What follows belongs to an exercise in optimizing a design on an open flow for small area, a short achievable clock period and few clock cycles per item; a production flow would make more cautious choices.
Function was checked by simulation only, so behaviour that the tests miss may differ from the original.
No activity file was given, so power comes from the tool's default toggle rates.

// circular_deque
module circular_deque #(
  parameter int DEPTH = cd_pkg::DEPTH_DEFAULT
) (
  input  wire logic          clk,
  input  wire logic          rst_n,
  input  wire logic          in_valid,
  output logic               in_stall,
  input  wire logic [33:0]   in_data,
  output logic               out_valid,
  input  wire logic          out_stall,
  output logic [35:0]        out_data
);
  logic                     acc;
  logic [cd_pkg::RES_W-1:0] res;
  cd_ctrl u_ctrl (
    .clk       (clk),
    .rst_n     (rst_n),
    .in_valid  (in_valid),
    .in_stall  (in_stall),
    .acc       (acc),
    .res       (res),
    .out_valid (out_valid),
    .out_stall (out_stall),
    .out_data  (out_data)
  );
  cd_dpath #(
    .DEPTH (DEPTH)
  ) u_dpath (
    .clk      (clk),
    .rst_n    (rst_n),
    .acc      (acc),
    .in_data  (in_data),
    .res      (res)
  );
endmodule
clock: 5.5 ns
lec_check: 0
cap_margin: 20
core_margin: 2
core_utilization: 50
cts_cluster_diameter: 70
cts_cluster_size: 25
place_density: 0.6
setup_slack_margin: 2.8
slew_margin: 20
synth_hierarchical: 1
run.sh (not shown) runs the stock make flow with config.mk's settings and CLKGATE_MAP_FILE= SYNTH_SCRIPT=/design/flow/synth_recipe.tcl, a recipe that flattens the netlist after the stock synthesis.
Testbench counts at the start, summed over its fixed seeds: cycles 36,664, items 32,000.
Rerun with:
Settings changed: SETUP_SLACK_MARGIN 2.8 to 2.9.
=> The changed run passed the timing, DRC and antenna checks; register-to-register slack gets better by 0.099 ns; fmax climbs by 3.6%; die area does not change; total power goes up by 0.46%; hold slack is about the same; non-clock buffer count came out higher by 10; combinational power barely changes; sequential share of layout area shrinks by 0.30 points; worst setup slack improves by 0.099 ns; routed wire length barely changes; cell area rose by 0.43%.


== run A ==
Another version of the RTL of circular_deque (not shown whole).
Size in the first run: roughly 8300 cells after synthesis, roughly 4400 flip-flops, ~76 I/O pins, roughly 160000 um^2 of cells after synthesis.
==> flow/config.mk <==
export PLATFORM = sky130hd
export DESIGN_NAME = circular_deque
export DESIGN_NICKNAME = circular_deque
export VERILOG_FILES = /design/flow/design.v
export SDC_FILE = /design/flow/constraint.sdc
export NUM_CORES = 4
export LEC_CHECK = 0
export CAP_MARGIN = 20
export CORE_MARGIN = 2
export CORE_UTILIZATION = 50
export CTS_CLUSTER_DIAMETER = 70
export CTS_CLUSTER_SIZE = 25
export PLACE_DENSITY = 0.6
export SETUP_SLACK_MARGIN = 2.8
export SLEW_MARGIN = 20
export SYNTH_HIERARCHICAL = 1
==> flow/constraint.sdc <==
create_clock -name core_clock -period 5.5 [get_ports {clk}]
set_input_delay 1.1000 -clock core_clock [delete_from_list [all_inputs] [get_ports {clk}]]
set_output_delay 1.1000 -clock core_clock [all_outputs]
set_load 0.01 [all_outputs]
standard.sh (not shown) runs the stock make flow with config.mk's settings and CLKGATE_MAP_FILE= SYNTH_SCRIPT=/design/flow/synth_recipe.tcl, a recipe that flattens the netlist after the stock synthesis.
==> flow/flow/run.sh <==
#!/bin/bash
set -euo pipefail
export CTS_ARGS="-sink_clustering_enable -repair_clock_nets -sink_clustering_size 25 -sink_clustering_max_diameter 70 -dont_use_dummy_load"
bash standard.sh > standard.log 2>&1
Run A finished all stages; layout check result: FAIL, due to antenna rules.
Testbench counts of run A, summed over its fixed seeds: cycles 36,664, items 32,000.
#### Input delta (run B over run A)
==> flow/run.sh (new file) <==
#!/bin/bash
# synth_recipe.tcl (not shown) runs the flow's synth.tcl, then flattens the netlist and writes it again
# the make line also repeats each setting of config.mk as NAME=value (left out here)
make -C /OpenROAD-flow-scripts/flow DESIGN_CONFIG=/design/flow/config.mk WORK_HOME=/design/flow/orfs CLKGATE_MAP_FILE= SYNTH_SCRIPT=/design/flow/synth_recipe.tcl finish
--- a/flow/config.mk
+++ b/flow/config.mk
@@ -12,5 +12,5 @@
 export CTS_CLUSTER_SIZE = 25
 export PLACE_DENSITY = 0.6
-export SETUP_SLACK_MARGIN = 2.8
+export SETUP_SLACK_MARGIN = 2.9
 export SLEW_MARGIN = 20
 export SYNTH_HIERARCHICAL = 1
removed: flow/flow/run.sh
removed: flow/standard.sh
### Flow results
In summary, run B completed successfully, with a layout that passed the timing, DRC and antenna checks.
Run B and run A ended up with roughly the same part of the total power dissipated in combinational logic.
Of the two values seen for end of the critical path, u_dpath.store_mem[98][11] was produced by run A and u_ctrl.r_r[21] by run B.
Looking at run A and run B, the number of nets in the finished design is a wash.
The inputs of run C differ from those of run B as listed below.
--- a/flow/config.mk
+++ b/flow/config.mk
@@ -9,8 +9,8 @@
 export CORE_MARGIN = 2
 export CORE_UTILIZATION = 50
-export CTS_CLUSTER_DIAMETER = 70
+export CTS_CLUSTER_DIAMETER = 80
 export CTS_CLUSTER_SIZE = 25
 export PLACE_DENSITY = 0.6
-export SETUP_SLACK_MARGIN = 2.9
+export SETUP_SLACK_MARGIN = 2.7
 export SLEW_MARGIN = 20
 export SYNTH_HIERARCHICAL = 1
--- outcome ---
- Overall routed net length ends up higher on run C.
- Diff run B -> run C: data arrival time at the worst-slack endpoint increased by 0.06 ns relative to the old numbers; global-route met1 utilization decreased by 0.16 points relative to the old numbers.


Another version of the RTL of circular_deque (not shown whole).
Size in the first run: roughly 4,400 flip-flops, ~76 I/O pins, about 160,000 µm² of cells after synthesis.
// circular_deque
module circular_deque #(
  parameter int DEPTH = cd_pkg::DEPTH_DEFAULT
) (
  input  wire logic          clk,
  input  wire logic          rst_n,
  input  wire logic          in_valid,
  output logic               in_stall,
  input  wire logic [33:0]   in_data,
  output logic               out_valid,
  input  wire logic          out_stall,
  output logic [35:0]        out_data
);
clock: 5.5 ns
lec_check: 0
cap_margin: 20
core_margin: 2
core_utilization: 55
cts_cluster_diameter: 60
cts_cluster_size: 20
place_density: 0.65
setup_slack_margin: 2.8
slew_margin: 20
synth_hierarchical: 1
run.sh (not shown) runs the stock make flow with config.mk's settings and CLKGATE_MAP_FILE= SYNTH_SCRIPT=/design/flow/synth_recipe.tcl, a recipe that flattens the netlist after the stock synthesis.
Stock flow here: none of the scripts above is used.
The baseline finished with timing, DRC and antenna clean.
Testbench counts at the start, summed over its fixed seeds: cycles 36,664, items 32,000.
==> next run, changes <==
CORE_UTILIZATION = 50   (was 55)
CTS_CLUSTER_DIAMETER = 70   (was 60)
CTS_CLUSTER_SIZE = 25   (was 20)
PLACE_DENSITY = 0.6   (was 0.65)
Effect:
- utilization shrinks by 5.9 points
- sequential power hardly moves
- setup slack improved by 0.0068 ns
- sequential share of layout area rises by 0.67 points
- design area falls by 0.86%
- synthesized area is unchanged
- count of clock-buffer cells in the layout decreases by 76
- maximum frequency stays flat

port drivers added, routing unchanged:
No port has a modelled driver above. Below, the same layouts with a new extraction and two added sets of constraints. Step 1 assumes that a clkbuf_16 drives the clock port and a buf_2 every other input. Step 2 also shifts input and output timing later by t, the mid clock arrival at the registers, as if the neighbouring blocks saw the same clock. Three values: no drivers, after step 1, after step 2; two values: the first two.
| run | t (ns) | setup slack, ns | worst hold slack (ns) | clock arrival spread, ns | pins driven straight from the clock port |
|---|---|---|---|---|---|
| the first run of note 1 | 1.032 | 2.667 / 2.667 / 1.749 | 0.425 / 0.425 / 0.425 | 0.073 / 0.073 | 1 |
| the second run of note 1 | 1.044 | 2.766 / 2.713 / 1.850 | 0.426 / 0.426 / 0.426 | 0.075 / 0.075 | 1 |
| run A | 0.997 | 2.659 / 2.659 / 1.806 | 0.403 / 0.403 / 0.403 | 0.134 / 0.135 | 1 |
| run B | 1.029 | 2.765 / 2.761 / 2.029 | 0.414 / 0.414 / 0.414 | 0.061 / 0.060 | 1 |
| run C | 1.026 | 2.624 / 2.624 / 1.719 | 0.402 / 0.402 / 0.402 | 0.055 / 0.056 | 1 |
| the first run of note 3 | 1.013 | 2.682 / 2.682 / 1.702 | 0.413 / 0.413 / 0.413 | 0.060 / 0.060 | 1 |
| the second run of note 3 | 1.036 | 2.689 / 2.689 / 1.761 | 0.462 / 0.462 / 0.462 | 0.080 / 0.079 | 1 |
For the first run of note 3, which loses most, drivers alone change the setup slack by 0.000 ns; drivers and shift together by -0.980 ns.
